From an optimization exercise on the open Yosys and OpenROAD flow, aimed at small area, a short achievable clock period and few clock cycles per item; shortcuts taken in it are not production practice.
At most, simulation tests tie the RTL to the original design; equivalence was not proved.

Setup of 04-23:
## sha256_stream_core
module sha256_stream_core (
    input  logic         clk,
    input  logic         rst,
    input  logic         valid_in,
    output logic         ready_in,
    input  logic         first_in,
    input  logic         last_in,
    input  logic [511:0] data_in,
    output logic [255:0] data_out,
    output logic         valid_out,
    output logic         busy
);
    localparam logic [31:0] IV0 = 32'h6a09e667;
    localparam logic [31:0] IV1 = 32'hbb67ae85;
    localparam logic [31:0] IV2 = 32'h3c6ef372;
    localparam logic [31:0] IV3 = 32'ha54ff53a;
    localparam logic [31:0] IV4 = 32'h510e527f;
    localparam logic [31:0] IV5 = 32'h9b05688c;
    localparam logic [31:0] IV6 = 32'h1f83d9ab;
    localparam logic [31:0] IV7 = 32'h5be0cd19;
    localparam logic [31:0] K0  = 32'h428a2f98;
    localparam logic [31:0] Y_IV = IV7 + K0;         
    localparam logic [31:0] Z_IV = IV3 + IV7 + K0;   
    function automatic logic [31:0] k_next(input logic [5:0] idx);
        case (idx)
            6'd0: k_next = 32'h71374491;
            6'd1: k_next = 32'hb5c0fbcf;
            6'd2: k_next = 32'he9b5dba5;
            6'd3: k_next = 32'h3956c25b;
            6'd4: k_next = 32'h59f111f1;
  ...
clock: 8.0 ns
lec_check: 0
cap_margin: 20
core_margin: 2
core_utilization: 40
cts_buf_list: sky130_fd_sc_hd__clkbuf_8
cts_cluster_diameter: 60
cts_cluster_size: 12
setup_slack_margin: 3.5
slew_margin: 20
tns_end_percent: 1
standard.sh (not shown) runs the stock make flow with config.mk's settings and CLKGATE_MAP_FILE= SYNTH_SCRIPT=/design/flow/synth_recipe.tcl, a recipe that flattens the netlist after the stock synthesis.
==> flow/flow/run.sh <==
#!/bin/bash
set -o pipefail
export BUFFER_PORTS_ARGS="-buffer_cell sky130_fd_sc_hd__buf_1"
bash standard.sh > standard_flow.log 2>&1
Edits applied to the flow inputs when going from 04-23 to 08-08:
--- a/flow/design.v
+++ b/flow/design.v
@@ -110,35 +110,14 @@
                                         input logic [31:0] z);
         logic [31:0] s, c, m;
         s = x ^ y ^ z;
         m = maj(x, y, z);
         c = {m[30:0], 1'b0};
         csa = {c, s};
     endfunction
-    function automatic logic [31:0] add32(input logic [31:0] x, input logic [31:0] y);
-        logic [31:0] p, g, gg, pp, gn, pn;
-        p = x ^ y;
-        for (int i = 0; i < 32; i++) g[i] = p[i] ? 1'b0 : x[i];    
-        gg = g;
-        pp = p;
-        for (int d = 1; d < 32; d = d * 2) begin
-            for (int i = 0; i < 32; i++) begin
-                if (i >= d) begin
-                    gn[i] = pp[i] ? gg[i - d] : gg[i];
-                    pn[i] = pp[i] & pp[i - d];
-                end else begin
-                    gn[i] = gg[i];
-                    pn[i] = pp[i];
-                end
-            end
-            gg = gn;
-            pp = pn;
-        end
-        add32 = p ^ {gg[30:0], 1'b0};
-    endfunction
     logic [5:0]   cnt_q;        
     logic         run_q;        
     logic         ready_q;      
     logic         busy_q;
     logic         last_q;
     logic         valid_q;
     logic         gsel_q;       
@@ -178,17 +157,17 @@
         ch  = (e_q & f_q) ^ (~e_q & g_q);
         s0  = bsig0(a_q);
         mj  = maj(a_q, b_q, c_q);
         t1c = csa(wt, s1, ch);
         t2c = csa(y_q, s0, mj);
         l2  = csa(t1c[31:0], t1c[63:32], t2c[31:0]);
         l3  = csa(l2[31:0], l2[63:32], t2c[63:32]);
-        a_new = add32(l3[31:0], l3[63:32]);
+        a_new = l3[31:0] + l3[63:32];
         e2  = csa(t1c[31:0], t1c[63:32], z_q);
-        e_new = add32(e2[31:0], e2[63:32]);
+        e_new = e2[31:0] + e2[63:32];
     end
     logic [63:0] w1, w2;
     logic [31:0] w_new;
     always_comb begin
         w1 = csa(w_q[0], w_q[9], ssig0(w_q[1]));
         w2 = csa(w1[31:0], w1[63:32], ssig1(w_q[14]));
         w_new = w2[31:0] + w2[63:32];
- 08-08 closes out successfully: all stages finished, all timing, DRC and antenna checks passed.
- Relative to 04-23, routing usage on met2 decreased by 3.2 points in 08-08.
- Taking 08-08 as 1.0, 04-23 lands at 0.74 on number of antenna diodes.
- The aggregate routed wire length number comes out lower for 08-08 vs 04-23.
- Relative to 04-23, share of final-layout standard cells stronger than drive strength 1 has increased by 0.33 points in 08-08.
- In terms of summed area of non-filler cells in the final layout, 08-08 and 04-23 differ only marginally.
- Looking at final-layout clock buffer total, 08-08 sits above 04-23.
- When 08-08 is set beside 04-23, its post-layout worst setup margin turns out to be 0.53 ns larger.
- 08-08 ends up with a minimum clock period after layout that is 0.53 ns lower than in 04-23.
- Between 08-08 and 04-23, the multiplexer share of the synthesized area figures differ only marginally.
- Lower global routing usage summed across all routing layers was reported by 08-08, not 04-23.
Testbench counts of 08-08, summed over its fixed seeds: cycles 16,208, blocks 253.
Only the layout flow was run in 04-23; the RTL was not checked for function there.

---

RTL: one of the versions met above, not the one the previous note started from.
Size in the first run: about 69000 sq um of cells after synthesis.
clock: 8.0 ns
lec_check: 0
cap_margin: 20
core_margin: 2
core_utilization: 40
cts_buf_list: sky130_fd_sc_hd__clkbuf_8
cts_cluster_diameter: 60
cts_cluster_size: 12
setup_slack_margin: 3.5
slew_margin: 20
tns_end_percent: 5
Scripts as last shown in full above: flow/flow/run.sh
Testbench counts at the start, summed over its fixed seeds: cycles 16,208, blocks 253.
Then changed:
--- a/flow/design.v
+++ b/flow/design.v
@@ -176,22 +176,22 @@
     logic [63:0] y2, z2, z3;
     logic [31:0] y_calc, z_calc;
     always_comb begin
         op_g = gsel_q ? he_q[3] : g_q;
         op_c = gsel_q ? ha_q[3] : c_q;
         kn   = k_next(cnt_q);
         m0   = c62_q ? base0 : 32'h0;
         m4   = c62_q ? base4 : 32'h0;
         y2   = csa(op_g, kn, m0);
         y_calc = y2[31:0] + y2[63:32];
-        z2   = csa(op_g, kn, op_c);
-        z3   = csa(z2[31:0], z2[63:32], m4);
+        z2   = csa(op_g, op_c, m4);
+        z3   = csa(z2[31:0], z2[63:32], kn);
         z_calc = z3[31:0] + z3[63:32];
     end
     logic [31:0] ff_a, ff_e;
     always_comb begin
         logic [31:0] sa, se, xa, xe;
         if (c61_q) begin
             sa = base_iv_q ? IV3 : ha_q[3];
             se = base_iv_q ? IV7 : he_q[3];
         end else if (c62_q) begin
             sa = base_iv_q ? IV2 : ha_q[2];
Die area fell by about 0.9%.
Setup slack loses 0.11 ns.
Final cell count fell by 2.0%.
Sequential share of layout area rose by 0.19 points.
Wire length fell by about 1.6%.
Hold slack loses 0.0040 ns.
Maximum frequency fell by 2.3%.
Non-clock buffer count is unchanged.
Synthesized cell count fell by 1.4%.
Critical path depth does not change.
Via count fell by about 2.6%.
For the second run of this note, only the layout was checked, not whether the RTL still works.

==> afterwards: timing with drivers on the ports <==
How much do the figures lean on ideal ports? The routed layouts below were timed once more, with nothing changed but the port constraints. Step 1 (the two cells are an assumption about what drives the block):
set clk [get_ports {clk}]
set_driving_cell -lib_cell sky130_fd_sc_hd__clkbuf_16 $clk
set_driving_cell -lib_cell sky130_fd_sc_hd__buf_2 [delete_from_list [all_inputs] $clk]
Step 2 also shifts input and output timing later by t, the mid clock arrival at the registers, as if the neighbouring blocks saw the same clock. Slacks: no drivers / after step 1 / after step 2; pairs: no drivers / after step 1.
run	shift t [ns]	setup slack, ns	clock arrival spread, ns	slew at the worst register clock pin (ns)	cell pins on the clock port's net
04-23	1.096	2.728 / 2.728 / 1.936	0.095 / 0.095	0.10 / 0.10	1
08-08	1.070	3.257 / 3.257 / 2.655	0.054 / 0.054	0.10 / 0.10	1
the first run of note 2	1.070	3.251 / 3.251 / 2.727	0.058 / 0.058	0.10 / 0.10	1
the second run of note 2	1.047	3.141 / 3.141 / 2.477	0.095 / 0.095	0.10 / 0.10	1
After both steps setup and hold are still met in every run listed. The setup slack of 04-23, which loses most, moves by 0.000 ns with the drivers and by -0.792 ns with both steps.
